Background: an optimization exercise with open tools, aiming at small area, a short achievable clock period and few clock cycles per item. Do not read the settings as production practice.
Function was checked by simulation only, so behaviour that the tests miss may differ from the original.
Power is estimated from default activity; no workload was simulated.

[flow/design.v]
`timescale 1ns/10ps
`timescale 1ns/10ps
`timescale 1ns/10ps
`timescale 1ns/10ps
`timescale 1ns/10ps
module fp_add_unit
(
  input  logic        clk_i,
  input  logic        rst_n_i,
  input  logic [31:0] op_a_i,
  input  logic [31:0] op_b_i,
  input  logic        op_i,
  input  logic        valid_i,
  output logic [35:0] result_o
);
  logic        sa, sb;
  logic [7:0]  ea, eb;
  logic        a_ge, a_max, b_max, e_lt;
  logic [7:0]  d_ab, d_ba;
  assign sa = op_a_i[31];
  assign sb = op_b_i[31] ^ op_i;
  assign ea = op_a_i[30:23];
  assign eb = op_b_i[30:23];
  assign a_ge  = op_a_i[30:0] >= op_b_i[30:0];
  assign a_max = &ea;
  assign b_max = &eb;
  assign {e_lt, d_ab} = {1'b0, ea} - {1'b0, eb};
  assign d_ba         = eb - ea;
  logic        v1q, nan1q, inf1q, sign1q, sub1q, age1q, ha1q, hb1q;
  logic [7:0]  e1q, d1q;
  logic [22:0] fa1q, fb1q;
  always_ff @(posedge clk_i) begin
    if (!rst_n_i) v1q <= 1'b0;
    else          v1q <= valid_i;
    nan1q  <= (a_max & |op_a_i[22:0]) | (b_max & |op_b_i[22:0]) |
              (a_max & b_max & (sa ^ sb));
    inf1q  <= a_max | b_max;
    sign1q <= a_ge ? sa : sb;
    sub1q  <= sa ^ sb;
    age1q  <= a_ge;
    e1q    <= e_lt ? eb : ea;
    d1q    <= e_lt ? d_ba : d_ab;
    ha1q   <= |ea;
    hb1q   <= |eb;
    fa1q   <= op_a_i[22:0];
    fb1q   <= op_b_i[22:0];
  end
  logic [23:0] mb, ms;
  logic [24:0] y2;
  logic        sticky2;
  assign mb = age1q ? {ha1q, fa1q} : {hb1q, fb1q};
  assign ms = age1q ? {hb1q, fb1q} : {ha1q, fa1q};
  assign y2 = (d1q > 8'd24) ? 25'd0 : ({ms, 1'b0} >> d1q[4:0]);
  always_comb begin
    sticky2 = 1'b0;
    for (int j = 0; j < 24; j++)
      if (ms[j] && (d1q >= 8'(j + 2)) && (d1q <= 8'(j + 24)))
        sticky2 = 1'b1;
  end
  logic        v2q, nan2q, inf2q, sign2q, sub2q, cin2q;
  logic [7:0]  e2q;
  logic [23:0] mb2q;
  logic [24:0] y2q;
  always_ff @(posedge clk_i) begin
    if (!rst_n_i) v2q <= 1'b0;
    else          v2q <= v1q;
    nan2q  <= nan1q;
    inf2q  <= inf1q;
    sign2q <= sign1q;
    sub2q  <= sub1q;
    e2q    <= e1q;
    mb2q   <= mb;
    y2q    <= y2 ^ {25{sub1q}};
    cin2q  <= sub1q & ~sticky2;
  end
  logic [25:0] r3;
  assign r3 = {1'b0, mb2q, cin2q} + {sub2q, y2q};
  logic        v3q, nan3q, inf3q, sign3q;
  logic [7:0]  e3q;
  logic [25:0] r3q;
  always_ff @(posedge clk_i) begin
    if (!rst_n_i) v3q <= 1'b0;
    else          v3q <= v2q;
    nan3q  <= nan2q;
    inf3q  <= inf2q;
    sign3q <= sign2q;
    e3q    <= e2q;
    r3q    <= r3;
  end
  logic [31:0] lzin;
  logic [4:0]  lz;
  logic        carry;
  logic [24:0] n0, n1, n2, n3, n4;
  assign lzin  = {r3q[24:0], 7'h7F};
  assign carry = r3q[25];
  always_comb begin
    logic [1:0] z2 [16];
    logic [2:0] z4 [8];
    logic [3:0] z8 [4];
    logic [4:0] z16 [2];
    for (int i = 0; i < 16; i++)
      z2[i] = lzin[2*i+1] ? 2'd0 : lzin[2*i] ? 2'd1 : 2'd2;
    for (int i = 0; i < 8; i++)
      z4[i] = z2[2*i+1][1] ? {z2[2*i][1], ~z2[2*i][1], z2[2*i][0]}
                           : {1'b0, z2[2*i+1]};
    for (int i = 0; i < 4; i++)
      z8[i] = z4[2*i+1][2] ? {z4[2*i][2], ~z4[2*i][2], z4[2*i][1:0]}
                           : {1'b0, z4[2*i+1]};
    for (int i = 0; i < 2; i++)
      z16[i] = z8[2*i+1][3] ? {z8[2*i][3], ~z8[2*i][3], z8[2*i][2:0]}
                            : {1'b0, z8[2*i+1]};
    lz = z16[1][4] ? {1'b1, z16[0][3:0]} : z16[1][4:0];
  end
  assign n0 = lz[4] ? {r3q[8:0], 16'd0} : r3q[24:0];
  assign n1 = lz[3] ? {n0[16:0], 8'd0} : n0;
  assign n2 = lz[2] ? {n1[20:0], 4'd0} : n1;
  assign n3 = lz[1] ? {n2[22:0], 2'd0} : n2;
  assign n4 = lz[0] ? {n3[23:0], 1'd0} : n3;
  logic        v4q, nan4q, inf4q, sign4q, zero4q, carry4q;
  logic [4:0]  lz4q;
  logic [7:0]  e4q;
  logic [22:0] f4q;
  always_ff @(posedge clk_i) begin
    if (!rst_n_i) v4q <= 1'b0;
    else          v4q <= v3q;
    nan4q   <= nan3q;
    inf4q   <= inf3q;
    sign4q  <= sign3q;
    zero4q  <= r3q == 26'd0;
    carry4q <= carry;
    lz4q    <= lz;
    e4q     <= e3q;
    f4q     <= carry ? r3q[24:2] : n4[23:1];
  end
  logic        ovf, unf;
  logic [7:0]  e5;
  logic [34:0] res;
  assign ovf = carry4q & (e4q == 8'd254);
  assign unf = ~carry4q & ({3'd0, lz4q} >= e4q);
  assign e5  = carry4q ? e4q + 8'd1 : e4q - {3'd0, lz4q};
  always_comb begin
    if (nan4q)
      res = {32'h7FC0_0000, 3'b001};
    else if (inf4q)
      res = {sign4q, 8'hFF, 23'd0, 3'b000};
    else if (zero4q)
      res = {32'd0, 3'b000};
    else if (ovf)
      res = {sign4q, 8'hFF, 23'd0, 3'b100};
    else if (unf)
      res = {sign4q, 31'd0, 3'b010};
    else
      res = {sign4q, e5, f4q, 3'b000};
  end
  logic        v5q;
  logic [34:0] res5q;
  always_ff @(posedge clk_i) begin
    if (!rst_n_i) v5q <= 1'b0;
    else          v5q <= v4q;
    res5q <= res;
  end
  assign result_o = {v5q, res5q};
endmodule
[flow/flow/run.sh]
#!/bin/bash
# The standard layout, with two changes passed to the ORFS scripts through
# their environment: port buffers are plain buffers instead of the resizer's
# default pick (a delay cell), and clock tree synthesis adds no dummy loads.
set -euo pipefail
export BUFFER_PORTS_ARGS="-buffer_cell sky130_fd_sc_hd__buf_2"
export CTS_ARGS="-sink_clustering_enable -repair_clock_nets -dont_use_dummy_load"
bash standard.sh > standard.log 2>&1
[flow/standard.sh]
#!/bin/bash
# synth_recipe.tcl (not shown) runs the flow's synth.tcl, then flattens the netlist and writes it again
# the make line also repeats each setting of config.mk as NAME=value (left out here)
make -C /OpenROAD-flow-scripts/flow DESIGN_CONFIG=/design/flow/config.mk WORK_HOME=/design/flow/orfs CLKGATE_MAP_FILE= SYNTH_SCRIPT=/design/flow/synth_recipe.tcl "${@:-finish}"
[flow/config.mk]
export PLATFORM = sky130hd
export DESIGN_NAME = fp_add_unit
export DESIGN_NICKNAME = fp_add_unit
export VERILOG_FILES = /design/flow/design.v
export SDC_FILE = /design/flow/constraint.sdc
export NUM_CORES = 4
export LEC_CHECK = 0
export ABC_CLOCK_PERIOD_IN_PS = 2800
export CAP_MARGIN = 20
export CORE_MARGIN = 2
export CORE_UTILIZATION = 40
export SETUP_SLACK_MARGIN = 2.7
export SLEW_MARGIN = 20
[flow/constraint.sdc]
create_clock -name core_clock -period 5.5 [get_ports {clk_i}]
set_input_delay 1.1000 -clock core_clock [delete_from_list [all_inputs] [get_ports {clk_i}]]
set_output_delay 1.1000 -clock core_clock [all_outputs]
set_load 0.01 [all_outputs]
==> qor.yml, run 1 <==
run_status: "timing/DRC/antenna clean"
synth_top_cells_by_count: "249 x sky130_fd_sc_hd__dfxtp_1, 143 x sky130_fd_sc_hd__nand2_1, 92 x sky130_fd_sc_hd__o21ai_0, 87 x sky130_fd_sc_hd__nor2_1, 82 x sky130_fd_sc_hd__a21oi_1"
fin_crit_sh_pct: 50.1
p_sw_share_pct: 37.8
synthesis.area_um2: 12500
max-vdd-ir-drop_mv: 0.249
fin_util_pct: 46.3
tritoncts: "done"
end_kind: "flip-flop"
dominantRegCellSynth: "sky130_fd_sc_hd__dfxtp_1"
vias_per_cell: 5.43
fp.dieArea_um2: 32600
synth.ff_latch_count: 249
rsz0062_at_grt: "true"
combinational_group_share_of_total_power_pct: 40.4
clock_latency_on_the_worst_skew_pair_ps: 530
antenna_found_initial: 0
holdBufCountCts: 0
area_growth_pct: 13.9
path_max_fanout: 3
grt_pass1_vias: 9382
final-seq-area_um2: 5000
floorplan.io_pins: 104
dpl.hpwl_mm: 24.8
synth.top_cell.area_share_pct: 40.0
height_of_the_chip_um: 181
cts_max_level: 1
critPathKind: "input pin to flip-flop"
cts_root_buffer: "sky130_fd_sc_hd__clkbuf_16"
worst_r2r_startpoint: "r3q[6]"
via_count: 10105
max_slew_headroom_pct: 44.3
final_layout_size_suffix_gt1_share_pct: 18.6
tightest_slew_ps: 833
switching_power_w: 0.00262
clock_path_buffers: 3
setup_crit_start_kind: "input pin"
power.share.clock_pct: 20.9
final-setup-viol-count: 0
yosysTopAreaCell: "sky130_fd_sc_hd__dfxtp_1"
min_delay_worst_endpoint: "inf2q"
cts.clk_slew.worst_paths_ps: 60
buffer_ports.inserted: 103
max_cap_violations: 0
worstPathRequired_ps: 5920
die_w_um: 181
gr-usage-all-layers_pct: 19.3
timing.clock.skew_ps: 29.0
min_delay_path_depth: 0
syn_avg_cell_area_um2: 9.13
detail_route.iter0.violations: 853
drt_pre_antenna_iters: 5
finalSetupTns_ps: 0
initial_core_utilization_pct: 40.7
grt_max_degree: 50
cellInternalPower_w: 0.00431
drcViolationCount: 0
grt.overflow.total: 0
hold_path.startpoint: "inf1q"
wl_per_cell_um: 17.6
postSynthCellCount: 1366
drv_slew: 0
fmax_mhz: 363
cts_buffers: 26
clock_tree_sinks: 249
layout.nets: 1609
p_seq_share_pct: 38.7
placementRows: 64
gp_congestion: 0.916
final-hold-violation-count: 0
postSynth.asyncResetShare_pct: 0
power_density_nw_per_um2: 488
post-synth-top-count-cell: "sky130_fd_sc_hd__dfxtp_1"
final.fill_count: 2979
static-leakage-power_nw: 6.09
reg2reg_to: "f4q[9]"
synth_cell_type_count: 91
hold_class: "flip-flop to flip-flop"
syn-num-nets: 1508
multiInputGateArea_um2: 7000
arrival_ps: 3170
yosys-top-cells-area: "sky130_fd_sc_hd__dfxtp_1 40%, sky130_fd_sc_hd__ha_1 7.0%, sky130_fd_sc_hd__mux2i_1 5.1%"
postRouteWirelength_mm: 32.8
antenna_violating_nets_post_route: 0
r2r.worst_path.cells: 10
synth-edff-count: 0
reg2reg_slack_ps: 2790
timing.final.crit_period_ps: 2750
seq_area_frac_synth_pct: 40.0
grt_first_pass_wirelength_mm: 51.3
antenna_cells: 0
ys_warn_count: 5
floorplan.core_area_um2: 30700
-- power groups by stage --
stage / Clock (W) / Combinational (W) / Sequential, W
final: 0.00145 / 0.00280 / 0.00268
after global routing: 0.00156 / 0.00309 / 0.00274
after CTS: 0.00150 / 0.00271 / 0.00268
after detailed placement: 0 / 0.00267 / 0.00270
after global placement: 0 / 0.00267 / 0.00270
after floorplan: 0 / 0.00206 / 0.00259
-- registers in the layout (all words and copies together) (netlist names), 23 cells and up --
| name | count |
|---|---|
| mb2q | 24 |
| f4q | 23 |
| res5q | 35 |
| fb1q | 23 |
| y2q | 25 |
| r3q | 26 |
| fa1q | 23 |
-- critical path: stages --
cell and delay, ps:
sky130_fd_sc_hd__buf_2 130, sky130_fd_sc_hd__ha_4 240, sky130_fd_sc_hd__nor2b_1 120, sky130_fd_sc_hd__o21a_1 160, sky130_fd_sc_hd__o21ai_1 120, sky130_fd_sc_hd__a21oi_1 70, sky130_fd_sc_hd__or3_1 330, sky130_fd_sc_hd__a21oi_2 190
sky130_fd_sc_hd__o31ai_2 90, sky130_fd_sc_hd__a211o_1 330, sky130_fd_sc_hd__mux2_4 300
-- worst max path at each step --
stage / start / to / slack, ps / cells past startpoint
5_1_grt: r3q[6] / f4q[5] / 2660 / 11
3_5_place_dp: op_b_i[1] / sign1q / 2130 / 12
3_3_place_gp: op_b_i[1] / sign1q / 2130 / 12
6_report: op_a_i[1] / sign1q / 2750 / 11
4_1_cts: r3q[5] / f4q[6] / 2630 / 11
2_1_floorplan: op_a_i[1] / sign1q / 2560 / 10
-- per-stage QoR --
stage / setup slack, ps / total power [W] / area (um^2) / instances / hold WS, ps
2_1_floorplan: 2560 / 0.00465 / 12500 / 1366 / 310
3_5_place_dp: 2130 / 0.00537 / 13300 / 1817 / 312
5_1_grt: 2660 / 0.00739 / 14200 / 1861 / 320
3_3_place_gp: 2130 / 0.00537 / 13300 / 1817 / 311
6_report: 2750 / 0.00693 / 14200 / 1861 / 310
4_1_cts: 2630 / 0.00688 / 14000 / 1846 / 312
-- layout make-up --
type	count	area share, %
multi-input cells	981	49.2
well taps	396	3.49
flip-flops and latches	249	35.2
repair buffers	129	5.13
repair inverters	2	0.0704
inverters	78	2.31
clock buffers	26	4.58
-- kinds of logic after synthesis --
kind of cell | Yosys count | synth area share, %
adders and majority gates | 74 | 7.66
xor gates and xnor gates | 62 | 4.35
DFF | 249 | 40.0
AOI/OAI and AO/OA | 343 | 17.6
buffers and inverters | 137 | 4.87
and+or+nand+nor | 380 | 14.7
muxes | 121 | 10.9
-- per-layer routing --
layer | wire, um | part of all wire [%] | track usage [%] | vias to the layer above
li1 | - | - | - | 5046
met1 | 14900 | 46 | 25.8 | 4626
met2 | 15100 | 46 | 32.1 | 353
met3 | 1560 | 4.8 | 2.41 | 80
met4 | 1210 | 3.7 | 7.13 | 0
met5 | 0 | 0 | 0 | -
-- repair_timing --
action,CTS,global route
setup buffers,3,12
gates resized for setup,15,32
pin swaps,3,9
cloned,0,3
endpoints found under the setup margin,25,43
-- cells in the final DEF, fill, tap and decap left out, drive strengths merged, types with 15 or more instances in the layout --
| master | count |
|---|---|
| a211oi | 18 |
| a21o | 26 |
| a21oi | 82 |
| and2 | 32 |
| buf | 129 |
| clkbuf | 26 |
| dfxtp | 249 |
| ha | 70 |
| inv | 75 |
| mux2 | 52 |
| mux2i | 63 |
| nand2 | 145 |
| nand4 | 15 |
| nor2 | 91 |
| nor3 | 23 |
| nor4 | 23 |
| o21ai | 100 |
| o22ai | 20 |
| xnor2 | 44 |
| xor2 | 18 |
Testbench counts, summed over its fixed seeds: cycles 16,032, items 16,000.
==> run 2, diff against run 1 <==
==> flow/flow/run.sh (replaced) <==
#!/bin/bash
# The standard layout, with two changes passed to the ORFS scripts through
# their environment: port buffers are plain buffers instead of the resizer's
# default pick (a delay cell), and clock tree synthesis adds no dummy loads.
set -euo pipefail
export BUFFER_PORTS_ARGS="-buffer_cell sky130_fd_sc_hd__buf_1"
export CTS_ARGS="-sink_clustering_enable -repair_clock_nets -dont_use_dummy_load"
bash standard.sh > standard.log 2>&1
==> run 2 against run 1 <==
Effect of this change: clock power about the same; clock skew decreased by 13 ps; hold slack improved by 14 ps; sequential share of layout area increased by 0.31 points; wire length decreased by 0.63%; register-to-register slack about the same; die area unchanged; combinational power decreased by 1%; synthesized cell count unchanged; still clean on timing, DRC and antenna.
==> qor.yml, run 2 <==
min_delay_worst_endpoint: "e2q[7]"
p_sw_share_pct: 38.1  # +0.29 points
clock_tree_sinks: 249  # unchanged
end_kind: "flip-flop"
critPathSlowestCell: "sky130_fd_sc_hd__a211o_1"
die_w_um: 181  # unchanged
regMostFlops: "res5q"
tritoncts: "done"
max_slew_headroom_pct: 42.5  # -1.7 points
hold_path.startpoint: "e1q[7]"
floorplan.io_pins: 104  # unchanged
ys_warn_count: 5  # unchanged
reg2reg_slack_ps: 2800  # about the same
area_growth_pct: 12.8
worstPathRequired_ps: 5910  # about the same
reg_top3: "res5q x35, r3q x26, y2q x25"
setup_crit_start_kind: "input pin"
antenna_violating_nets_post_route: 0  # unchanged
run_status: "timing/DRC/antenna clean"
power_density_nw_per_um2: 489  # +0.36%
grt_first_pass_wirelength_mm: 50.9  # -0.69%
vias_per_cell: 5.47  # +0.68%
fin_crit_sh_pct: 50.1  # about the same
synth.area.mux_share_pct: 10.9  # unchanged
grt.overflow.total: 0  # unchanged
rsz0062_at_grt: "true"
seq_area_frac_synth_pct: 40.0  # unchanged
finalSetupTns_ps: 0  # unchanged
cellInternalPower_w: 0.00426  # -1.1%
timing.critical_path.from: "op_b_i[16]"
dpl.hpwl_mm: 24.5  # -1.1%
drv_slew: 0  # unchanged
min_delay_path_depth: 0  # unchanged
via_count: 10157  # +0.51%
cts.clk_slew.worst_paths_ps: 60  # about the same
combinational_group_share_of_total_power_pct: 40.1  # -0.3 points
timing.final.crit_period_ps: 2750  # -0.680 ps
critical_path_buf_inv_count: 2  # +1
wl_per_cell_um: 17.5  # -0.46%
whs_ps: 324  # +14.5 ps
critPathKind: "input pin to flip-flop"
final-hold-violation-count: 0  # unchanged
cp_cell_sequence: "buf_1 -> inv_1 -> ha_1 -> a21o_1 -> a21oi_1 -> nor2b_1 -> o21ai_0 -> a21oi_1 -> a211oi_2 -> o31ai_2 -> a211o_1 -> mux2_4"
cts_max_level: 1  # unchanged
leading_cell_types_in_the_layout_fill_and_taps_excluded: "242 x sky130_fd_sc_hd__dfxtp_1, 143 x sky130_fd_sc_hd__nand2_1, 101 x sky130_fd_sc_hd__buf_1"
final-setup-viol-count: 0  # unchanged
initial_core_utilization_pct: 40.7  # unchanged
final_common_cell: "sky130_fd_sc_hd__dfxtp_1"
final_layout_size_suffix_gt1_share_pct: 11.4  # -7.2 points
gr-usage-all-layers_pct: 19.1  # -0.20 points
reg2reg_to: "y2q[0]"
synth-edff-count: 0  # unchanged
floorplan.core_area_um2: 30700  # unchanged
synth-compound-area-share_pct: 17.6  # unchanged
synth.top_cell.area_share_pct: 40.0  # unchanged
synthSimpleGateAreaFrac_pct: 14.7  # unchanged
antenna_found_initial: 0  # unchanged
worst_path_largest_cell_delay_ps: 330  # about the same
count_of_placed_standard_cells_including_taps: 1816  # -0.055%
syn_avg_cell_area_um2: 9.13  # unchanged
detail_route.iter0.violations: 821  # -3.8%
tightest_slew_ps: 859  # +26.1 ps
power.share.clock_pct: 21.1  # +0.2 points
layout.nets: 1606  # -0.19%
yosys.area_share.xor_xnor_pct: 4.35  # unchanged
synth_fa_ha_area_share_pct: 7.66  # unchanged
yosysTopAreaCell: "sky130_fd_sc_hd__dfxtp_1"
grt_pass1_vias: 9504  # +1.3%
timing.clock.skew_ps: 16.3  # -12.8 ps
postSynthCellCount: 1366  # unchanged
crit_family: "compound AO/OA/AOI/OAI gates"
most_prevalent_standard_cell_on_the_critical_path: "sky130_fd_sc_hd__a21oi_1"
drcViolationCount: 0  # unchanged
placementRows: 64  # unchanged
postRouteWirelength_mm: 32.6  # -0.63%
hold_class: "flip-flop to flip-flop"
cts_root_buffer: "sky130_fd_sc_hd__clkbuf_16"
postSynth.asyncResetShare_pct: 0  # unchanged
height_of_the_chip_um: 181  # unchanged
fp.dieArea_um2: 32600  # unchanged
switching_power_w: 0.00262  # +0.12%
post_layout_cell_count: 1858  # -0.16%
r2r.worst_path.cells: 8  # -2
cts_buffers: 26  # unchanged
max-vdd-ir-drop_mv: 0.247  # -0.91%
drt_pre_antenna_iters: 6  # +1
worst_r2r_startpoint: "age1q"
antenna_cells: 0  # unchanged
syn-num-nets: 1508  # unchanged
static-leakage-power_nw: 5.79  # -5.0%
yosys-top-cells-area: "sky130_fd_sc_hd__dfxtp_1 40%, sky130_fd_sc_hd__ha_1 7.0%, sky130_fd_sc_hd__mux2i_1 5.1%"
post-synth-top-count-cell: "sky130_fd_sc_hd__dfxtp_1"
dominantRegCellSynth: "sky130_fd_sc_hd__dfxtp_1"
synthesis.area_um2: 12500  # unchanged
gp_congestion: 0.895  # -2.3%
clock_latency_on_the_worst_skew_pair_ps: 520  # about the same
grt_max_degree: 50  # unchanged
max_cap_violations: 0  # unchanged
synth_cell_type_count: 91  # unchanged
p_seq_share_pct: 38.9  # +0.2 points
fmax_mhz: 363  # about the same
synth_top_family_by_area: "compound AO/OA/AOI/OAI gates"
path_max_fanout: 3  # unchanged
buffer_ports.inserted: 103  # unchanged
clock_path_buffers: 3  # unchanged
synth_top_cells_by_count: "249 x sky130_fd_sc_hd__dfxtp_1, 143 x sky130_fd_sc_hd__nand2_1, 92 x sky130_fd_sc_hd__o21ai_0, 87 x sky130_fd_sc_hd__nor2_1, 82 x sky130_fd_sc_hd__a21oi_1"
largest_reg_flops: 35  # unchanged
synth.ff_latch_count: 249  # unchanged
arrival_ps: 3160  # about the same
## run 2: cell types whose count changed in the layout (fill, tap and decap cells not counted), moves of 2 or more
cell / change
sky130_fd_sc_hd__buf_1: +101
sky130_fd_sc_hd__buf_2: -101
sky130_fd_sc_hd__buf_4: -4
sky130_fd_sc_hd__dfxtp_1: +3
sky130_fd_sc_hd__dfxtp_2: -2
sky130_fd_sc_hd__inv_8: -2
sky130_fd_sc_hd__mux2i_1: +2
## run 2: what timing repair did
item / in CTS / in global routing
endpoints found under the setup margin: 30 / 45
hold buffers: 0 / 0
buffers inserted: 2 / 9
gates resized for setup: 18 / 31
pin swaps: 4 / 10
gates cloned: 1 / 4
## run 2: worst max path at each step
| stage | cells after the start | end | slack [ps] |
|---|---|---|---|
| finish | 12 | sign1q | 2750 |
| global route | 12 | sign1q | 2640 |
| CTS | 9 | f4q[6] | 2670 |
| detailed placement | 12 | sign1q | 2030 |
| global placement | 12 | sign1q | 2050 |
| floorplan | 10 | sign1q | 2560 |
## run 2: power groups by stage
stage                     Combinational [W]  Sequential (W)  Clock [W]
final                               0.00276         0.00267    0.00145
after global routing                0.00305         0.00272    0.00156
after CTS                           0.00267         0.00266    0.00150
after detailed placement            0.00263         0.00270          0
after global placement              0.00263         0.00270          0
after floorplan                     0.00206         0.00259          0
## run 2: area by class of cell
type | count | area [um^2]
Timing Repair inverter | 3 | 18.8
Sequential cell | 249 | 5000
Multi-Input combinational cell | 982 | 7020
Tap cell | 396 | 495
Timing Repair Buffer | 124 | 562
Inverter | 78 | 330
Fill cell | 2987 | 16600
Clock buffer | 26 | 651
## run 2: logic make-up (layout without fill, tap and decap cells)
kind of cell / count (synthesis) / count (layout)
AND/OR/NAND/NOR: 380 / 382
AO/OA/AOI/OAI: 343 / 343
flip-flops: 249 / 249
buffers and inverters: 137 / 231
multiplexers: 121 / 121
adder cells (fa/ha/maj): 74 / 74
XOR/XNOR: 62 / 62
## run 2: routing by layer
metal	vias to the layer above	part of all wire [%]	global-route usage, %
li1	5049	-	-
met4	0	3.5	6.39
met5	-	0	0
met1	4680	45	25.7
met2	349	46	31.9
met3	79	5.2	2.30
## run 2: metrics by stage
step | setup slack [ps] | util, % | cell area (um^2) | total power [W]
floorplan | 2560 | - | 12500 | 0.00465
global placement | 2050 | 42.9 | 13200 | 0.00532
detailed placement | 2030 | 42.9 | 13200 | 0.00533
CTS | 2670 | 45.2 | 13900 | 0.00683
global route | 2640 | 45.9 | 14100 | 0.00734
finish | 2750 | 45.9 | 14100 | 0.00688
==> run 3, diff against run 2 <==
==> flow/flow/run.sh (replaced) <==
#!/bin/bash
# The standard layout, with two changes passed to the ORFS scripts through
# their environment: port buffers are plain buffers instead of the resizer's
# default pick (a delay cell), and clock tree synthesis adds no dummy loads.
set -euo pipefail
export BUFFER_PORTS_ARGS="-buffer_cell sky130_fd_sc_hd__buf_2"
export CTS_ARGS="-sink_clustering_enable -repair_clock_nets -dont_use_dummy_load -sink_clustering_size 40 -buf_list \"sky130_fd_sc_hd__clkbuf_8\""
bash standard.sh > standard.log 2>&1
==> run 3 against run 2 <==
Effect of this change: still clean; critical path depth decreased by 1; clock-buffer cell count rose by 16; utilization increased by 0.082 points; sequential power hardly changed; wire length up 0.49%; via count is essentially flat; clock skew is 36 ps higher; design area rose by 0.18%; global-route usage is 0.44 points higher; fmax is essentially flat; synthesized area unchanged; critical endpoint unchanged.
==> qor.yml, run 3 <==
run_status: "timing/DRC/antenna clean"
dpl.hpwl_mm: 24.8  # +1.1%
grt_first_pass_wirelength_mm: 51.6  # +1.5%
antenna_cells: 0  # unchanged
synth-edff-count: 0  # unchanged
finalSetupTns_ps: 0  # unchanged
initial_core_utilization_pct: 40.7  # unchanged
max_slew_headroom_pct: 44.6  # +2.1 points
p_sw_share_pct: 38.6  # +0.50 points
path_max_fanout: 3  # unchanged
synthesis.area_um2: 12500  # unchanged
critPathKind: "input pin to flip-flop"
timing.clock.skew_ps: 52.6  # +36.3 ps
grt_max_degree: 50  # unchanged
cts_root_buffer: "sky130_fd_sc_hd__clkbuf_8"
clock_latency_on_the_worst_skew_pair_ps: 560  # +40 ps
clock_path_buffers: 3  # unchanged
worst_r2r_startpoint: "r3q[6]"
hold_path.startpoint: "inf1q"
buffer_ports.inserted: 103  # unchanged
reg2reg_to: "f4q[9]"
area_growth_pct: 13.0
power_density_nw_per_um2: 479  # -2.1%
end_kind: "flip-flop"
worstPathRequired_ps: 5920  # about the same
post-synth-top-count-cell: "sky130_fd_sc_hd__dfxtp_1"
ys_warn_count: 5  # unchanged
holdBufCountCts: 0  # unchanged
reg_top3: "res5q x35, r3q x26, y2q x25"
die_w_um: 181  # unchanged
switching_power_w: 0.00261  # -0.61%
tritoncts: "done"
final_layout_size_suffix_gt1_share_pct: 19.1  # +7.6 points
synth_cell_type_count: 91  # unchanged
grt_pass1_vias: 9530  # +0.27%
height_of_the_chip_um: 181  # unchanged
final_common_cell: "sky130_fd_sc_hd__dfxtp_1"
arrival_ps: 3170  # about the same
synth_top_cells_by_count: "249 x sky130_fd_sc_hd__dfxtp_1, 143 x sky130_fd_sc_hd__nand2_1, 92 x sky130_fd_sc_hd__o21ai_0, 87 x sky130_fd_sc_hd__nor2_1, 82 x sky130_fd_sc_hd__a21oi_1"
gp_congestion: 0.916  # +2.3%
cts.clk_slew.worst_paths_ps: 60  # about the same
layout.nets: 1619  # +0.81%
timing.final.crit_period_ps: 2750  # -1.30 ps
detail_route.iter0.violations: 856  # +4.3%
clock_tree_sinks: 249  # unchanged
drv_slew: 0  # unchanged
dominantRegCellSynth: "sky130_fd_sc_hd__dfxtp_1"
combinational_group_share_of_total_power_pct: 40.9  # +0.8 points
hold_class: "flip-flop to flip-flop"
max_cap_violations: 0  # unchanged
static-leakage-power_nw: 6.05  # +4.5%
power.share.clock_pct: 19.2  # -1.9 points
cts_buffers: 42  # +62%
placementRows: 64  # unchanged
p_seq_share_pct: 39.9  # +1.0 points
syn-num-nets: 1508  # unchanged
final-setup-viol-count: 0  # unchanged
max-vdd-ir-drop_mv: 0.182  # -26%
cellInternalPower_w: 0.00415  # -2.7%
gr-usage-all-layers_pct: 19.6  # +0.44 points
via_count: 10151  # -0.059%
syn_avg_cell_area_um2: 9.13  # unchanged
design_power_total_w: 0.00675  # -1.9%
wl_per_cell_um: 17.5  # -0.21%
grt.overflow.total: 0  # unchanged
postSynthCellCount: 1366  # unchanged
r2r.worst_path.cells: 10  # +2
floorplan.core_area_um2: 30700  # unchanged
drcViolationCount: 0  # unchanged
synth.top_cell.area_share_pct: 40.0  # unchanged
postSynth.asyncResetShare_pct: 0  # unchanged
fmax_mhz: 363  # about the same
yosys-top-cells-area: "sky130_fd_sc_hd__dfxtp_1 40%, sky130_fd_sc_hd__ha_1 7.0%, sky130_fd_sc_hd__mux2i_1 5.1%"
tightest_slew_ps: 829  # -30.7 ps
fp.dieArea_um2: 32600  # unchanged
largest_reg_flops: 35  # unchanged
reg2reg_slack_ps: 2800  # about the same
antenna_violating_nets_post_route: 0  # unchanged
synth.ff_latch_count: 249  # unchanged
cts_max_level: 2  # +1
drt_pre_antenna_iters: 5  # -1
setup_crit_start_kind: "input pin"
floorplan.io_pins: 104  # unchanged
rsz0062_at_grt: "true"
regMostFlops: "res5q"
postRouteWirelength_mm: 32.7  # +0.49%
leading_cell_types_in_the_layout_fill_and_taps_excluded: "239 x sky130_fd_sc_hd__dfxtp_1, 143 x sky130_fd_sc_hd__nand2_1, 102 x sky130_fd_sc_hd__buf_2"
fin_crit_sh_pct: 50.0  # about the same
yosysTopAreaCell: "sky130_fd_sc_hd__dfxtp_1"
min_delay_path_depth: 0  # unchanged
seq_area_frac_synth_pct: 40.0  # unchanged
final-hold-violation-count: 0  # unchanged
antenna_found_initial: 0  # unchanged
vias_per_cell: 5.43  # -0.75%
min_delay_worst_endpoint: "inf2q"
[run 3: cell counts after synthesis]
Identical to the previous run, type by type.
[run 3: worst max-delay path by stage]
| stage | endpoint | startpoint | slack, ps |
|---|---|---|---|
| floorplan | sign1q | op_a_i[1] | 2560 |
| finish | sign1q | op_a_i[1] | 2750 |
| detailed placement | sign1q | op_b_i[1] | 2130 |
| global placement | sign1q | op_b_i[1] | 2130 |
| global route | f4q[5] | r3q[21] | 2650 |
| CTS | f4q[6] | r3q[5] | 2650 |
[run 3: power groups by stage]
| stage | Clock, W | Combinational (W) | Sequential (W) |
|---|---|---|---|
| floorplan | 0 | 0.00206 | 0.00259 |
| global placement | 0 | 0.00267 | 0.00270 |
| detailed placement | 0 | 0.00267 | 0.00270 |
| CTS | 0.00135 | 0.00270 | 0.00268 |
| global route | 0.00143 | 0.00306 | 0.00275 |
| finish | 0.00129 | 0.00276 | 0.00270 |
[run 3: kinds of logic (layout without fill, tap and decap cells)]
group,Yosys count,in the layout,share of synthesized area [%]
AOI/OAI and AO/OA,343,343,17.6
adders and majority gates,74,74,7.66
xor gates and xnor gates,62,62,4.35
DFF,249,249,40.0
and+or+nand+nor,380,381,14.7
muxes,121,121,10.9
buffers and inverters,137,245,4.87
[run 3: what timing repair did]
action,in CTS,in global routing
pin swaps,4,7
resized for setup,13,30
endpoints found under the setup margin,26,35
cloned,0,3
buffers inserted,5,4
[run 3: critical path, stage by stage]
cell,delay [ps]
sky130_fd_sc_hd__buf_2,130
sky130_fd_sc_hd__ha_4,240
sky130_fd_sc_hd__nor2b_1,120
sky130_fd_sc_hd__o21a_1,160
sky130_fd_sc_hd__o21ai_1,120
sky130_fd_sc_hd__a21oi_1,70
sky130_fd_sc_hd__or3_1,330
sky130_fd_sc_hd__a21oi_2,190
sky130_fd_sc_hd__o31ai_2,90
sky130_fd_sc_hd__a211o_1,330
sky130_fd_sc_hd__mux2_4,300
[run 3: through the flow]
step / utilization (%) / area, um^2 / std cells / hold slack (ps) / setup WS [ps]
after floorplan: - / 12500 / 1366 / 310 / 2560
after global placement: 43.4 / 13300 / 1817 / 311 / 2130
after detailed placement: 43.4 / 13300 / 1817 / 312 / 2130
after CTS: 45.5 / 14000 / 1864 / 306 / 2650
after global routing: 46.0 / 14100 / 1871 / 311 / 2650
final: 46.0 / 14100 / 1871 / 303 / 2750
[run 3: cell type report]
type                            instances  area, um^2
Timing Repair inverter                  2        10.0
Fill cell                            3007       16600
Timing Repair Buffer                  123         697
Clock buffer                           42         578
Tap cell                              396         495
Multi-Input combinational cell        981        6990
Sequential cell                       249        5000
Inverter                               78         325
[run 3: per-layer routing]
layer  vias up  wire length [um]  GRT usage (%)
li1       5072                 -              -
met1      4612             14700           25.8
met2       377             15000           32.2
met3        90              1820           2.89
met4         0              1230           7.87
met5         -                 0              0
==> run 4, diff against run 3 <==
==> flow/flow/run.sh (replaced) <==
#!/bin/bash
# The standard layout, with two changes passed to the ORFS scripts through
# their environment: port buffers are plain buffers instead of the resizer's
# default pick (a delay cell), and clock tree synthesis adds no dummy loads.
set -euo pipefail
export BUFFER_PORTS_ARGS="-buffer_cell sky130_fd_sc_hd__buf_1"
export CTS_ARGS="-sink_clustering_enable -repair_clock_nets -dont_use_dummy_load -sink_clustering_size 40 -buf_list \"sky130_fd_sc_hd__clkbuf_8\""
bash standard.sh > standard.log 2>&1
==> run 4 against run 3 <==
Effect of this change: total power is 0.26% lower; sequential share of layout area rose by 0.26 points; still clean on timing, DRC and antenna; synthesized cell count unchanged; register-to-register slack about the same; combinational power about the same; hold slack better by 11 ps; die area did not move; clock-buffer cell count down 1; non-clock buffer count unchanged; design area shrank 0.77%; highest routed layer unchanged.
==> qor.yml, run 4 <==
run_status: "timing/DRC/antenna clean"
largest_reg_flops: 35  # unchanged
power_density_nw_per_um2: 482  # +0.52%
max_cap_violations: 0  # unchanged
layout_setup_ws_ps: 2760  # +13.9 ps
regMostFlops: "res5q"
synthesis.area_um2: 12500  # unchanged
reg2reg_to: "y2q[0]"
die_w_um: 181  # unchanged
tritoncts: "done"
detailedPlace.worstSlack_ps: 2030  # -104 ps
fp.dieArea_um2: 32600  # unchanged
dominantRegCellSynth: "sky130_fd_sc_hd__dfxtp_1"
grt.overflow.total: 0  # unchanged
ys_warn_count: 5  # unchanged
placementRows: 64  # unchanged
reg_top3: "res5q x35, r3q x26, y2q x25"
syn_avg_cell_area_um2: 9.13  # unchanged
gr-usage-all-layers_pct: 19.4  # -0.21 points
gp_congestion: 0.895  # -2.3%
synth.ff_latch_count: 249  # unchanged
leading_cell_types_in_the_layout_fill_and_taps_excluded: "241 x sky130_fd_sc_hd__dfxtp_1, 143 x sky130_fd_sc_hd__nand2_1, 101 x sky130_fd_sc_hd__buf_1"
height_of_the_chip_um: 181  # unchanged
final_common_cell: "sky130_fd_sc_hd__dfxtp_1"
antenna_found_initial: 0  # unchanged
syn-num-nets: 1508  # unchanged
static-leakage-power_nw: 5.76  # -4.8%
vias_per_cell: 5.51  # +1.6%
fin_crit_sh_pct: 49.8  # -0.25 points
finalSetupTns_ps: 0  # unchanged
max-vdd-ir-drop_mv: 0.179  # -1.6%
tightest_slew_ps: 903  # +74.8 ps
worstSetupEndpoint: "sign1q"
dpl.hpwl_mm: 24.5  # -1.1%
yosysTopAreaCell: "sky130_fd_sc_hd__dfxtp_1"
grt_pass1_vias: 9660  # +1.4%
floorplan.io_pins: 104  # unchanged
cts_buffers: 41  # -2.4%
postSynth.asyncResetShare_pct: 0  # unchanged
postSynthCellCount: 1366  # unchanged
clock_path_buffers: 3  # unchanged
path_max_fanout: 3  # unchanged
postRouteWirelength_mm: 32.9  # +0.35%
cts_max_level: 2  # unchanged
yosys-top-cells-area: "sky130_fd_sc_hd__dfxtp_1 40%, sky130_fd_sc_hd__ha_1 7.0%, sky130_fd_sc_hd__mux2i_1 5.1%"
max_slew_headroom_pct: 39.6  # -5.0 points
cts.clk_slew.worst_paths_ps: 60  # about the same
fin_util_pct: 45.6  # -0.35 points
post-synth-top-count-cell: "sky130_fd_sc_hd__dfxtp_1"
antenna_violating_nets_post_route: 0  # unchanged
via_count: 10311  # +1.6%
wl_per_cell_um: 17.6  # +0.35%
rsz0062_at_grt: "true"
worst_r2r_startpoint: "age1q"
worstPathRequired_ps: 5940  # +20 ps
arrival_ps: 3180  # about the same
critPathKind: "input pin to flip-flop"
detail_route.iter0.violations: 878  # +2.6%
final-hold-violation-count: 0  # unchanged
synth.top_cell.area_share_pct: 40.0  # unchanged
reg2reg_slack_ps: 2800  # about the same
design_power_total_w: 0.00674  # -0.26%
drv_slew: 0  # unchanged
drt_pre_antenna_iters: 5  # unchanged
fmax_mhz: 365  # +0.51%
end_kind: "flip-flop"
buffer_ports.inserted: 103  # unchanged
timing.final.crit_period_ps: 2740  # -13.9 ps
clock_latency_on_the_worst_skew_pair_ps: 540  # -20 ps
antenna_cells: 0  # unchanged
layout.nets: 1619  # unchanged
grt_first_pass_wirelength_mm: 51.2  # -0.87%
initial_core_utilization_pct: 40.7  # unchanged
final-setup-viol-count: 0  # unchanged
hold_class: "flip-flop to flip-flop"
seq_area_frac_synth_pct: 40.0  # unchanged
final_layout_size_suffix_gt1_share_pct: 12.4  # -6.6 points
timing.clock.skew_ps: 36.9  # -15.8 ps
cts_root_buffer: "sky130_fd_sc_hd__clkbuf_8"
clock_tree_sinks: 249  # unchanged
area_growth_pct: 12.1
drcViolationCount: 0  # unchanged
grt_max_degree: 50  # unchanged
floorplan.core_area_um2: 30700  # unchanged
setup_crit_start_kind: "input pin"
r2r.worst_path.cells: 8  # -2
synth-edff-count: 0  # unchanged
synth_top_cells_by_count: "249 x sky130_fd_sc_hd__dfxtp_1, 143 x sky130_fd_sc_hd__nand2_1, 92 x sky130_fd_sc_hd__o21ai_0, 87 x sky130_fd_sc_hd__nor2_1, 82 x sky130_fd_sc_hd__a21oi_1"
timing.critical_path.from: "op_a_i[1]"
synth_cell_type_count: 91  # unchanged
-- run 4: cell counts after synthesis --
Identical to the previous run, type by type.
-- run 4: cell type report --
type	instances	area, um^2
timing repair buffer	123	567
clock buffer	41	564
inverter	78	323
tap	396	495
fill	2990	16700
timing repair inverter	3	16.3
multi-input combinational	981	7020
sequential	249	5000
-- run 4: repair_timing --
action / 4_1_cts / 5_1_grt
resized for setup: 17 / 33
pin swaps: 5 / 11
hold buffers: 0 / 0
buffers inserted: 2 / 8
setup endpoints to repair: 30 / 43
gates cloned: 1 / 3
-- run 4: stage by stage --
step / cells / area (um^2) / hold WS (ps)
after floorplan: 1366 / 12500 / 310
after global placement: 1816 / 13200 / 312
after detailed placement: 1816 / 13200 / 312
after CTS: 1860 / 13800 / 313
after global routing: 1871 / 14000 / 324
final: 1871 / 14000 / 314
-- run 4: metal layers --
layer	global-route usage [%]	wire, um
met4	8.16	1120
met1	25.3	14800
met3	2.91	1790
met5	0	0
met2	31.9	15100
-- run 4: where the power goes --
group	switching, W	internal, W	total, W
clock	0.000624	0.000654	0.00128
combinational	0.00162	0.00115	0.00277
sequential	0.000393	0.00229	0.00269
-- run 4: worst min-delay path by stage --
| stage | startpoint | end | slack (ps) | depth (start not counted) |
|---|---|---|---|---|
| final | e1q[6] | e2q[6] | 310 | 0 |
| after global routing | e1q[1] | e2q[1] | 320 | 0 |
| after CTS | e1q[3] | e2q[3] | 310 | 0 |
| after detailed placement | e2q[5] | e3q[5] | 310 | 0 |
| after global placement | nan3q | nan4q | 310 | 0 |
| after floorplan | e1q[0] | e2q[0] | 310 | 0 |
-- run 4: cell families (layout without fill, tap and decap cells) --
group | after synthesis | in the layout | synth area share, %
adders and majority gates | 74 | 74 | 7.66
and+or+nand+nor | 380 | 381 | 14.7
muxes | 121 | 121 | 10.9
buffers and inverters | 137 | 245 | 4.87
xor gates and xnor gates | 62 | 62 | 4.35
AOI/OAI and AO/OA | 343 | 343 | 17.6
DFF | 249 | 249 | 40.0
-- run 4: worst max-delay path, cell delays in order --
cell                       delay (ps)
sky130_fd_sc_hd__clkbuf_2         120
sky130_fd_sc_hd__ha_4             240
sky130_fd_sc_hd__nor2b_1          120
sky130_fd_sc_hd__o21a_1           160
sky130_fd_sc_hd__o21ai_1          110
sky130_fd_sc_hd__a21oi_1           80
sky130_fd_sc_hd__or3_1            330
sky130_fd_sc_hd__a21oi_2          200
sky130_fd_sc_hd__o31ai_2           90
sky130_fd_sc_hd__a211o_1          340
sky130_fd_sc_hd__mux2_4           300
==> run 5, diff against run 4 <==
--- a/flow/config.mk
+++ b/flow/config.mk
@@ -5,9 +5,8 @@
 export SDC_FILE = /design/flow/constraint.sdc
 export NUM_CORES = 4
 export LEC_CHECK = 0
-export ABC_CLOCK_PERIOD_IN_PS = 2800
 export CAP_MARGIN = 20
 export CORE_MARGIN = 2
-export CORE_UTILIZATION = 40
+export CORE_UTILIZATION = 60
 export SETUP_SLACK_MARGIN = 2.7
 export SLEW_MARGIN = 20
==> run 5 against run 4 <==
Effect of this change: total power decreased by 0.97%; critical endpoint unchanged; highest routed layer unchanged; clock skew increased by 31 ps; wire length is 5.6% lower; worst setup slack worse by 47 ps; largest cell class unchanged; hold slack worse by 9.2 ps.
==> qor.yml, run 5 <==
max_slew_headroom_pct: 39.5  # -0.080 points
run_status: "timing/DRC/antenna clean"
placement.cell_area_um2: 13000  # -1.4%
arrival_ps: 3200  # +20 ps
tritoncts: "done"
worstPathRequired_ps: 5910  # -30 ps
syn_avg_cell_area_um2: 9.13  # unchanged
placementRows: 52  # -19%
finalSetupTns_ps: 0  # unchanged
timing.clock.skew_ps: 67.6  # +30.8 ps
timing.final.crit_period_ps: 2790  # +47.2 ps
vias_per_cell: 5.93  # +7.7%
initial_core_utilization_pct: 61.5  # +21 points
critPathSlowestCell: "sky130_fd_sc_hd__or3_1"
combinational_group_share_of_total_power_pct: 41.0  # about the same
cts_buffers: 40  # -2.4%
crit_family: "compound AO/OA/AOI/OAI gates"
fmax_mhz: 359  # -1.7%
layout.nets: 1628  # +0.56%
reg_top3: "res5q x35, r3q x26, y2q x25"
path_max_fanout: 3  # unchanged
cp_cell_sequence: "clkbuf_2 -> ha_4 -> nor2b_1 -> o21a_1 -> o21ai_2 -> a21oi_1 -> or3_1 -> a21oi_2 -> o31ai_1 -> a211o_1 -> mux2_4"
synth.top_cell.area_share_pct: 40.0  # unchanged
synth_top_cells_by_count: "249 x sky130_fd_sc_hd__dfxtp_1, 143 x sky130_fd_sc_hd__nand2_1, 92 x sky130_fd_sc_hd__o21ai_0, 87 x sky130_fd_sc_hd__nor2_1, 82 x sky130_fd_sc_hd__a21oi_1"
cts_max_level: 2  # unchanged
floorplan.core_area_um2: 20300  # -34%
hold_class: "flip-flop to flip-flop"
static-leakage-power_nw: 5.80  # +0.66%
final_common_cell: "sky130_fd_sc_hd__dfxtp_1"
count_of_placed_standard_cells_including_taps: 1687  # -7.1%
synthesis.area_um2: 12500  # unchanged
antenna_cells: 0  # unchanged
grt_first_pass_wirelength_mm: 48.9  # -4.4%
power_density_nw_per_um2: 481  # about the same
buffer_ports.inserted: 103  # unchanged
synth-edff-count: 0  # unchanged
max_cap_violations: 0  # unchanged
post_layout_cell_count: 1754  # -6.3%
critPathKind: "input pin to flip-flop"
detailedPlace.worstSlack_ps: 2040  # +8.30 ps
clock_path_buffers: 3  # unchanged
postLayoutCellArea_um2: 13900  # -0.88%
yosysTopAreaCell: "sky130_fd_sc_hd__dfxtp_1"
postRouteWirelength_mm: 31.0  # -5.6%
clock_tree_sinks: 249  # unchanged
final-seq-area_um2: 5000  # about the same
drcViolationCount: 0  # unchanged
multiInputGateArea_um2: 6990  # -0.45%
cts_root_buffer: "sky130_fd_sc_hd__clkbuf_8"
worst_path_largest_cell_delay_ps: 330  # about the same
gr-usage-all-layers_pct: 27.9  # +8.5 points
via_count: 10407  # +0.93%
antenna_violating_nets_post_route: 0  # unchanged
die_w_um: 148  # -18%
end_kind: "flip-flop"
clock_latency_on_the_worst_skew_pair_ps: 530  # about the same
layout_setup_ws_ps: 2710  # -47.2 ps
dpl.hpwl_mm: 23.2  # -5.4%
holdBufCountCts: 0  # unchanged
dominantRegCellSynth: "sky130_fd_sc_hd__dfxtp_1"
p_sw_share_pct: 38.7  # -0.37 points
drt_pre_antenna_iters: 5  # unchanged
regMostFlops: "res5q"
cellInternalPower_w: 0.00409  # -0.37%
post-synth-top-count-cell: "sky130_fd_sc_hd__dfxtp_1"
yosys-top-cells-area: "sky130_fd_sc_hd__dfxtp_1 40%, sky130_fd_sc_hd__ha_1 7.0%, sky130_fd_sc_hd__mux2i_1 5.1%"
final-setup-viol-count: 0  # unchanged
final.fill_count: 1705  # -43%
leading_cell_types_in_the_layout_fill_and_taps_excluded: "240 x sky130_fd_sc_hd__dfxtp_1, 143 x sky130_fd_sc_hd__nand2_1, 99 x sky130_fd_sc_hd__buf_1"
floorplan.io_pins: 104  # unchanged
height_of_the_chip_um: 148  # -18%
antenna_found_initial: 0  # unchanged
whs_ps: 305  # -9.19 ps
grt.overflow.total: 0  # unchanged
setup_crit_start_kind: "input pin"
power.share.clock_pct: 18.4  # -0.6 points
switching_power_w: 0.00258  # -1.9%
critical_path_buf_inv_count: 1  # unchanged
seq_area_frac_synth_pct: 40.0  # unchanged
wl_per_cell_um: 17.7  # +0.69%
grt_max_degree: 50  # unchanged
detail_route.iter0.violations: 617  # -30%
rsz0062_at_grt: "true"
grt_pass1_vias: 9762  # +1.1%
final_layout_size_suffix_gt1_share_pct: 12.6  # +0.19 points
fin_crit_sh_pct: 50.6  # +0.86 points
fp.dieArea_um2: 22000  # -33%
ys_warn_count: 5  # unchanged
drv_slew: 0  # unchanged
synth_cell_type_count: 91  # unchanged
final-hold-violation-count: 0  # unchanged
postSynth.asyncResetShare_pct: 0  # unchanged
largest_reg_flops: 35  # unchanged
syn-num-nets: 1508  # unchanged
p_seq_share_pct: 40.5  # +0.6 points
max-vdd-ir-drop_mv: 0.214  # +20%
synth.ff_latch_count: 249  # unchanged
area_growth_pct: 11.1
postSynthCellCount: 1366  # unchanged
gp_congestion: 0.980  # +9.5%
tightest_slew_ps: 904  # +1.20 ps
cts.clk_slew.worst_paths_ps: 50  # about the same
==> run 5: final timing paths <==
check | cells after the start | from | to | slack [ps]
setup reg to reg | 9 | d1q[6] | cin2q | 2750
hold reg to reg | 0 | e1q[0] | e2q[0] | 310
hold / removal | 0 | e1q[0] | e2q[0] | 310
setup / recovery | 11 | op_a_i[1] | sign1q | 2710
==> run 5: final cells by class <==
cell class | count | area share (%)
inverters | 78 | 2.33
repair buffers | 133 | 4.64
flip-flops and latches | 249 | 36.1
well taps | 270 | 2.44
repair inverters | 3 | 0.135
clock buffers | 40 | 3.97
multi-input cells | 981 | 50.4
==> run 5: logic make-up (layout without fill, tap and decap cells) <==
family	count (synthesis)	count (layout)	share of synthesized area, %
adders and majority gates	74	74	7.66
AOI/OAI and AO/OA	343	343	17.6
and+or+nand+nor	380	381	14.7
DFF	249	249	40.0
muxes	121	121	10.9
xor gates and xnor gates	62	62	4.35
buffers and inverters	137	254	4.87
==> run 5: through the flow <==
stage / utilization, % / total power (W)
2_1_floorplan: - / 0.00465
3_3_place_gp: 63.9 / 0.00529
3_5_place_dp: 63.9 / 0.00531
4_1_cts: 67.1 / 0.00659
5_1_grt: 68.3 / 0.00712
6_report: 68.3 / 0.00667
==> run 5: power groups by stage <==
stage          Sequential [W]  Clock, W  Combinational [W]
2_1_floorplan         0.00259         0            0.00206
3_3_place_gp          0.00271         0            0.00258
3_5_place_dp          0.00272         0            0.00259
4_1_cts               0.00268   0.00127            0.00264
5_1_grt               0.00275   0.00135            0.00302
6_report              0.00270   0.00123            0.00274
==> run 5: metal layers <==
metal / global-route usage (%) / up-vias / wire length (um)
li1: - / 5096 / -
met1: 35.0 / 4758 / 12800
met2: 48.7 / 456 / 15000
met3: 3.87 / 97 / 2060
met4: 11.1 / 0 / 1090
met5: 0 / - / 0
==> run 5: timing repair <==
action                                  4_1_cts  5_1_grt
buffers inserted                              3       20
resized for setup                            18       27
cloned                                        3        1
endpoints found under the setup margin       35       44
pin swaps                                     3       10
==> run 6, diff against run 5 <==
--- a/flow/config.mk
+++ b/flow/config.mk
@@ -7,6 +7,6 @@
 export LEC_CHECK = 0
 export CAP_MARGIN = 20
 export CORE_MARGIN = 2
-export CORE_UTILIZATION = 60
-export SETUP_SLACK_MARGIN = 2.7
+export CORE_UTILIZATION = 40
+export SETUP_SLACK_MARGIN = 2.9
 export SLEW_MARGIN = 20
==> run 6 against run 5 <==
Effect of this change: still clean; flip-flop and latch count stayed put; worst setup slack better by 79 ps; hold slack worse by 2.3 ps; critical endpoint unchanged; largest power group unchanged.
==> qor.yml, run 6 <==
run_status: "timing/DRC/antenna clean"
hold_class: "flip-flop to flip-flop"
cp_cell_sequence: "buf_8 -> ha_4 -> nor2b_4 -> o21a_1 -> o21ai_1 -> a21oi_1 -> or3_1 -> a21oi_2 -> o31ai_2 -> a211o_1 -> mux2_4"
path_max_fanout: 2  # -1
critical_path_buf_inv_count: 1  # unchanged
clock_path_buffers: 3  # unchanged
arrival_ps: 3100  # -100 ps
syn-num-nets: 1508  # unchanged
placement.cell_area_um2: 13200  # +1.6%
synth.top_cell.area_share_pct: 40.0  # unchanged
placementRows: 64  # +23%
initial_core_utilization_pct: 40.7  # -21 points
height_of_the_chip_um: 181  # +22%
cts_root_buffer: "sky130_fd_sc_hd__clkbuf_8"
timing.clock.skew_ps: 50.9  # -16.7 ps
worstPathRequired_ps: 5900  # about the same
grt_max_degree: 50  # unchanged
cts.clk_slew.worst_paths_ps: 60  # about the same
postSynthCellCount: 1366  # unchanged
area_growth_pct: 18.1
regMostFlops: "res5q"
clock_tree_sinks: 249  # unchanged
yosysTopAreaCell: "sky130_fd_sc_hd__dfxtp_1"
worst_path_largest_cell_delay_ps: 330  # about the same
max_cap_violations: 0  # unchanged
detail_route.iter0.violations: 860  # +39%
crit_family: "compound AO/OA/AOI/OAI gates"
postSynth.asyncResetShare_pct: 0  # unchanged
synth_fa_ha_area_share_pct: 7.66  # unchanged
antenna_found_initial: 0  # unchanged
yosys-top-cells-area: "sky130_fd_sc_hd__dfxtp_1 40%, sky130_fd_sc_hd__ha_1 7.0%, sky130_fd_sc_hd__mux2i_1 5.1%"
dominantRegCellSynth: "sky130_fd_sc_hd__dfxtp_1"
yosys.area_share.xor_xnor_pct: 4.35  # unchanged
synthesis.area_um2: 12500  # unchanged
final_common_cell: "sky130_fd_sc_hd__dfxtp_1"
reg_top3: "res5q x35, r3q x26, y2q x25"
tritoncts: "done"
vias_per_cell: 5.46  # -8.0%
fp.dieArea_um2: 32600  # +49%
leading_cell_types_in_the_layout_fill_and_taps_excluded: "233 x sky130_fd_sc_hd__dfxtp_1, 142 x sky130_fd_sc_hd__nand2_1, 95 x sky130_fd_sc_hd__buf_1"
finalSetupTns_ps: 0  # unchanged
critPathSlowestCell: "sky130_fd_sc_hd__or3_1"
static-leakage-power_nw: 6.07  # +4.7%
rsz0062_at_grt: "true"
cts_max_level: 2  # unchanged
synth_top_cells_by_count: "249 x sky130_fd_sc_hd__dfxtp_1, 143 x sky130_fd_sc_hd__nand2_1, 92 x sky130_fd_sc_hd__o21ai_0, 87 x sky130_fd_sc_hd__nor2_1, 82 x sky130_fd_sc_hd__a21oi_1"
floorplan.io_pins: 104  # unchanged
critPathKind: "input pin to flip-flop"
syn_avg_cell_area_um2: 9.13  # unchanged
fin_crit_sh_pct: 49.2  # -1.4 points
final_layout_size_suffix_gt1_share_pct: 18.7  # +6.1 points
buffer_ports.inserted: 103  # unchanged
grt.overflow.total: 0  # unchanged
reg2reg_slack_ps: 2920  # +170 ps
synth.area.mux_share_pct: 10.9  # unchanged
grt_pass1_vias: 9832  # +0.72%
seq_area_frac_synth_pct: 40.0  # unchanged
tightest_slew_ps: 624  # -281 ps
clock_latency_on_the_worst_skew_pair_ps: 540  # about the same
power_density_nw_per_um2: 483  # +0.44%
timing.final.crit_period_ps: 2710  # -79.1 ps
synth-edff-count: 0  # unchanged
post-synth-top-count-cell: "sky130_fd_sc_hd__dfxtp_1"
layout.nets: 1663  # +2.1%
max-vdd-ir-drop_mv: 0.190  # -12%
via_count: 10457  # +0.48%
synthSimpleGateAreaFrac_pct: 14.7  # unchanged
gr-usage-all-layers_pct: 19.5  # -8.4 points
synth_top_family_by_area: "compound AO/OA/AOI/OAI gates"
final-hold-violation-count: 0  # unchanged
dpl.hpwl_mm: 24.4  # +5.1%
wl_per_cell_um: 17.6  # -0.68%
postRouteWirelength_mm: 33.6  # +8.4%
antenna_violating_nets_post_route: 0  # unchanged
drt_pre_antenna_iters: 8  # +3
max_slew_headroom_pct: 58.2  # +19 points
setup_crit_start_kind: "input pin"
synth-compound-area-share_pct: 17.6  # unchanged
end_kind: "flip-flop"
ys_warn_count: 5  # unchanged
drv_slew: 0  # unchanged
fmax_mhz: 370  # +2.9%
synth_cell_type_count: 91  # unchanged
synth.ff_latch_count: 249  # unchanged
antenna_cells: 0  # unchanged
cts_buffers: 40  # unchanged
drcViolationCount: 0  # unchanged
postLayoutCellArea_um2: 14700  # +6.3%
gp_congestion: 0.917  # -6.5%
final-setup-viol-count: 0  # unchanged
die_w_um: 181  # +22%
grt_first_pass_wirelength_mm: 51.7  # +5.6%
largest_reg_flops: 35  # unchanged
floorplan.core_area_um2: 30700  # +51%
==> run 6: cell counts after synthesis <==
No cell type changed its count.
==> run 6: through the flow <==
stage	instances	hold slack [ps]	power (W)	setup slack [ps]	util [%]
2_1_floorplan	1366	310	0.00465	2560	-
3_3_place_gp	1815	313	0.00533	2060	43.0
3_5_place_dp	1815	312	0.00533	2020	43.0
4_1_cts	1876	290	0.00673	2800	45.8
5_1_grt	1915	306	0.00759	2740	48.0
6_report	1915	303	0.00712	2790	48.0
==> run 6: where the power goes <==
part / total [W] / internal, W / switching, W
sequential: 0.00273 / 0.00231 / 0.000417
clock: 0.00125 / 0.000640 / 0.000610
combinational: 0.00315 / 0.00142 / 0.00173
==> run 6: layout make-up <==
cell class / instances / area, um^2
timing repair inverter: 3 / 18.8
inverter: 78 / 337
multi-input combinational: 981 / 7310
sequential: 249 / 5030
fill: 2995 / 15900
tap: 396 / 495
clock buffer: 40 / 551
timing repair buffer: 168 / 991
==> run 6: worst paths after layout <==
check             startpoint     end  depth (start not counted)
setup / recovery   op_a_i[1]  sign1q                         11
hold / removal         nan2q   nan3q                          0
setup reg to reg      r3q[1]  f4q[6]                         11
hold reg to reg        nan2q   nan3q                          0
==> run 6: logic make-up after synthesis <==
family | Yosys count
buffers and inverters | 137
adder cells (fa/ha/maj) | 74
flip-flops | 249
AO/OA/AOI/OAI | 343
multiplexers | 121
XOR/XNOR | 62
AND/OR/NAND/NOR | 380
==> run 6: routing by layer <==
metal / vias up / track usage, % / wire length [um] / share of wire [%]
met1: 4802 / 25.1 / 14800 / 44
met3: 121 / 2.81 / 1680 / 5.0
met2: 384 / 33.2 / 15700 / 47
li1: 5150 / - / - / -
met5: - / 0 / 0 / 0
met4: 0 / 7.45 / 1380 / 4.1
==> run 6: timing repair <==
item | in CTS | in global routing
gates resized for setup | 54 | 88
setup buffers | 17 | 37
hold buffers | 0 | 0
pin swaps | 15 | 36
setup endpoints to repair | 60 | 55
cloned | 4 | 2
==> run 7, diff against run 6 <==
--- a/flow/config.mk
+++ b/flow/config.mk
@@ -8,5 +8,5 @@
 export CAP_MARGIN = 20
 export CORE_MARGIN = 2
 export CORE_UTILIZATION = 40
-export SETUP_SLACK_MARGIN = 2.9
+export SETUP_SLACK_MARGIN = 2.3
 export SLEW_MARGIN = 20
==> run 7 against run 6 <==
Effect of this change: final cell count decreased by 2.8%; sequential share of layout area up 2.2 points; via count fell by 4.4%; flip-flop and latch count unchanged; synthesized area is the same; clock-buffer cell count up 2; worst setup slack got worse by 290 ps; fmax down 9.7%; critical path type is now flip-flop to flip-flop; largest cell class unchanged.
==> qor.yml, run 7 <==
via_count: 9996  # -4.4%
buffer_ports.inserted: 103  # unchanged
r2r.worst_path.cells: 10  # -1
critPathKind: "flip-flop to flip-flop"
arrival_ps: 3390  # +290 ps
gr-usage-all-layers_pct: 19.3  # -0.20 points
clock_latency_on_the_worst_skew_pair_ps: 550  # about the same
reg_top3: "res5q x35, r3q x26, y2q x25"
leading_cell_types_in_the_layout_fill_and_taps_excluded: "247 x sky130_fd_sc_hd__dfxtp_1, 143 x sky130_fd_sc_hd__nand2_1, 103 x sky130_fd_sc_hd__buf_1"
postSynth.asyncResetShare_pct: 0  # unchanged
cts.clk_slew.worst_paths_ps: 60  # about the same
gp_congestion: 0.931  # +1.6%
tritoncts: "done"
layout.nets: 1609  # -3.2%
floorplan.io_pins: 104  # unchanged
reg2reg_to: "f4q[6]"
final-setup-viol-count: 0  # unchanged
fin_crit_sh_pct: 54.5  # +5.3 points
regMostFlops: "res5q"
cts_buffers: 42  # +5.0%
run_status: "timing/DRC/antenna clean"
grt_max_degree: 50  # unchanged
synthesis.area_um2: 12500  # unchanged
grt.overflow.total: 0  # unchanged
antenna_violating_nets_post_route: 0  # unchanged
fp.dieArea_um2: 32600  # unchanged
tightest_slew_ps: 915  # +291 ps
globalRoute.busiestLayer: "met2"
hold_class: "flip-flop to flip-flop"
synth_top_cells_by_count: "249 x sky130_fd_sc_hd__dfxtp_1, 143 x sky130_fd_sc_hd__nand2_1, 92 x sky130_fd_sc_hd__o21ai_0, 87 x sky130_fd_sc_hd__nor2_1, 82 x sky130_fd_sc_hd__a21oi_1"
drt_pre_antenna_iters: 5  # -3
fmax_mhz: 334  # -9.7%
reg2reg_slack_ps: 2500  # -420 ps
syn-num-nets: 1508  # unchanged
power_density_nw_per_um2: 482  # -0.22%
rsz0062_at_grt: "true"
postRouteWirelength_mm: 32.0  # -4.8%
switching_power_w: 0.00257  # -6.6%
use_met3_pct: 2.73  # -0.081 points
setup_crit_start_kind: "flip-flop"
grt_pass1_vias: 9576  # -2.6%
p_seq_share_pct: 40.7  # +2.4 points
p_sw_share_pct: 38.8  # +0.096 points
area_growth_pct: 10.2
height_of_the_chip_um: 181  # unchanged
ys_warn_count: 5  # unchanged
timing.clock.skew_ps: 55.3  # +4.34 ps
max-vdd-ir-drop_mv: 0.177  # -6.8%
final_common_cell: "sky130_fd_sc_hd__dfxtp_1"
yosys-top-cells-area: "sky130_fd_sc_hd__dfxtp_1 40%, sky130_fd_sc_hd__ha_1 7.0%, sky130_fd_sc_hd__mux2i_1 5.1%"
static-leakage-power_nw: 5.68  # -6.3%
timing.final.crit_period_ps: 3000  # +291 ps
wl_per_cell_um: 17.2  # -2.1%
die_w_um: 181  # unchanged
initial_core_utilization_pct: 40.7  # unchanged
final-hold-violation-count: 0  # unchanged
synth-edff-count: 0  # unchanged
dominantRegCellSynth: "sky130_fd_sc_hd__dfxtp_1"
finalSetupTns_ps: 0  # unchanged
vias_per_cell: 5.37  # -1.6%
placementRows: 64  # unchanged
drcViolationCount: 0  # unchanged
clock_path_buffers: 3  # unchanged
max_slew_headroom_pct: 38.9  # -19 points
antenna_cells: 0  # unchanged
postSynthCellCount: 1366  # unchanged
max_cap_violations: 0  # unchanged
yosysTopAreaCell: "sky130_fd_sc_hd__dfxtp_1"
hold_path.startpoint: "e2q[4]"
worstPathRequired_ps: 5890  # about the same
grt.met2_usage_pct: 32.4  # -0.82 points
cellInternalPower_w: 0.00406  # -7.0%
detail_route.iter0.violations: 692  # -20%
drv_slew: 0  # unchanged
antenna_found_initial: 0  # unchanged
synth.ff_latch_count: 249  # unchanged
gr-usage-met1_pct: 25.2  # +0.16 points
dpl.hpwl_mm: 24.4  # +0.11%
seq_area_frac_synth_pct: 40.0  # unchanged
synth.top_cell.area_share_pct: 40.0  # unchanged
clock_tree_sinks: 249  # unchanged
grt_first_pass_wirelength_mm: 51.1  # -1.1%
cts_root_buffer: "sky130_fd_sc_hd__clkbuf_8"
path_max_fanout: 18  # +16
worst_r2r_startpoint: "r3q[17]"
min_delay_worst_endpoint: "e3q[4]"
end_kind: "flip-flop"
largest_reg_flops: 35  # unchanged
combinational_group_share_of_total_power_pct: 39.9  # -4.3 points
syn_avg_cell_area_um2: 9.13  # unchanged
final_layout_size_suffix_gt1_share_pct: 9.83  # -8.9 points
synth_cell_type_count: 91  # unchanged
power.share.clock_pct: 19.4  # +1.9 points
layout_setup_ws_ps: 2500  # -291 ps
design_power_total_w: 0.00663  # -6.9%
detailedPlace.worstSlack_ps: 2060  # +42.6 ps
post-synth-top-count-cell: "sky130_fd_sc_hd__dfxtp_1"
cts_max_level: 2  # unchanged
floorplan.core_area_um2: 30700  # unchanged
min_delay_path_depth: 0  # unchanged
-- run 7: cell types whose count changed in the layout (fill, tap and decap cells not counted), sizes merged --
cell	previous run	this run
inv	73	74
clkbuf	46	42
clkinv	3	2
clkinvlp	5	2
buf	162	116
nor2	91	90
-- run 7: metrics by stage --
stage | hold slack, ps | area [um^2] | utilization (%) | std cells
floorplan | 310 | 12500 | - | 1366
global placement | 312 | 13100 | 42.8 | 1817
detailed placement | 312 | 13100 | 42.8 | 1817
CTS | 279 | 13700 | 44.7 | 1859
global route | 290 | 13800 | 44.8 | 1861
finish | 289 | 13800 | 44.8 | 1861
-- run 7: worst max-delay path by stage --
stage | startpoint | end | slack, ps | cells after the start
5_1_grt | r3q[17] | f4q[6] | 2290 | 10
4_1_cts | age1q | y2q[4] | 2380 | 9
6_report | r3q[17] | f4q[6] | 2500 | 10
2_1_floorplan | op_a_i[28] | e1q[7] | 2350 | 8
3_5_place_dp | op_b_i[1] | sign1q | 2060 | 12
3_3_place_gp | op_b_i[1] | sign1q | 2060 | 12
-- run 7: area by class of cell --
class	instances	area, um^2
Inverter	78	313
Clock buffer	42	578
Tap cell	396	495
Fill cell	3091	16900
Multi-Input combinational cell	980	6890
Timing Repair Buffer	116	484
Sequential cell	249	4990
-- run 7: kinds of logic (layout without fill, tap and decap cells) --
kind of cell,after synthesis,after routing,synth area share (%)
flip-flops,249,249,40.0
XOR/XNOR,62,62,4.35
adder cells (fa/ha/maj),74,74,7.66
buffers and inverters,137,236,4.87
multiplexers,121,121,10.9
AND/OR/NAND/NOR,380,380,14.7
AO/OA/AOI/OAI,343,343,17.6
-- run 7: repair_timing --
item	in CTS	in global routing
gates resized for setup	1	4
hold buffers	0	0
setup buffers	0	2
pin swaps	0	1
gates cloned	0	0
endpoints found under the setup margin	1	7
-- run 7: layer usage --
metal,vias up,routed length (um)
met1,4582,14600
met3,84,1390
met4,0,1120
li1,5047,-
met2,283,14900
met5,-,0
-- run 7: power by group through the flow --
stage	logic, W	registers, W	clock network, W
after floorplan	0.00205	0.00259	0
after global placement	0.00261	0.00272	0
after detailed placement	0.00261	0.00272	0
after CTS	0.00262	0.00269	0.00135
after global routing	0.00294	0.00275	0.00142
final	0.00264	0.00270	0.00129
-- run 7: worst max-delay path, cell delays in order, from the launching register on --
cell and delay, ps:
sky130_fd_sc_hd__dfxtp_1 390, sky130_fd_sc_hd__nor4_2 450, sky130_fd_sc_hd__o21ai_0 190, sky130_fd_sc_hd__o311ai_1 260
sky130_fd_sc_hd__or2_1 190, sky130_fd_sc_hd__buf_4 250, sky130_fd_sc_hd__clkinv_4 210, sky130_fd_sc_hd__mux2i_1 360
sky130_fd_sc_hd__mux2i_1 160, sky130_fd_sc_hd__a222oi_1 350, sky130_fd_sc_hd__inv_1 70

[separate check: timing with driven ports]
No port has a modelled driver above. Below, the same layouts with a new extraction and two added sets of constraints.
Step 1 (the two cells are an assumption about what drives the block):
set clk [get_ports {clk_i}]
set_driving_cell -lib_cell sky130_fd_sc_hd__clkbuf_16 $clk
set_driving_cell -lib_cell sky130_fd_sc_hd__buf_2 [delete_from_list [all_inputs] $clk]
Step 2 moves the port delays by t, midway between the first and last clock arrival at a register: inputs arrive t later, outputs are due t later. That takes back most of the time a late clock gives input paths.
Three values: no drivers, after step 1, after step 2; two values: the first two.
run | shift t [ns] | setup slack, ns | worst setup path after step 2 | worst data-port slew with drivers (ns) | pins driven straight from the clock port
run 1 | 0.566 | 2.746 / 2.774 / 2.208 | input to register | 0.04 | 1
run 2 | 0.568 | 2.747 / 2.778 / 2.211 | input to register | 0.04 | 1
run 3 | 0.573 | 2.748 / 2.773 / 2.200 | input to register | 0.03 | 1
run 4 | 0.571 | 2.762 / 2.784 / 2.213 | input to register | 0.04 | 1
run 5 | 0.542 | 2.715 / 2.735 / 2.193 | input to register | 0.03 | 1
run 6 | 0.559 | 2.794 / 2.795 / 2.235 | input to register | 0.06 | 1
run 7 | 0.569 | 2.503 / 2.503 / 2.091 | input to register | 0.04 | 1
After both steps every run listed still meets setup and hold. For run 6, which loses most, drivers alone change the setup slack by +0.001 ns; drivers and shift together by -0.559 ns.
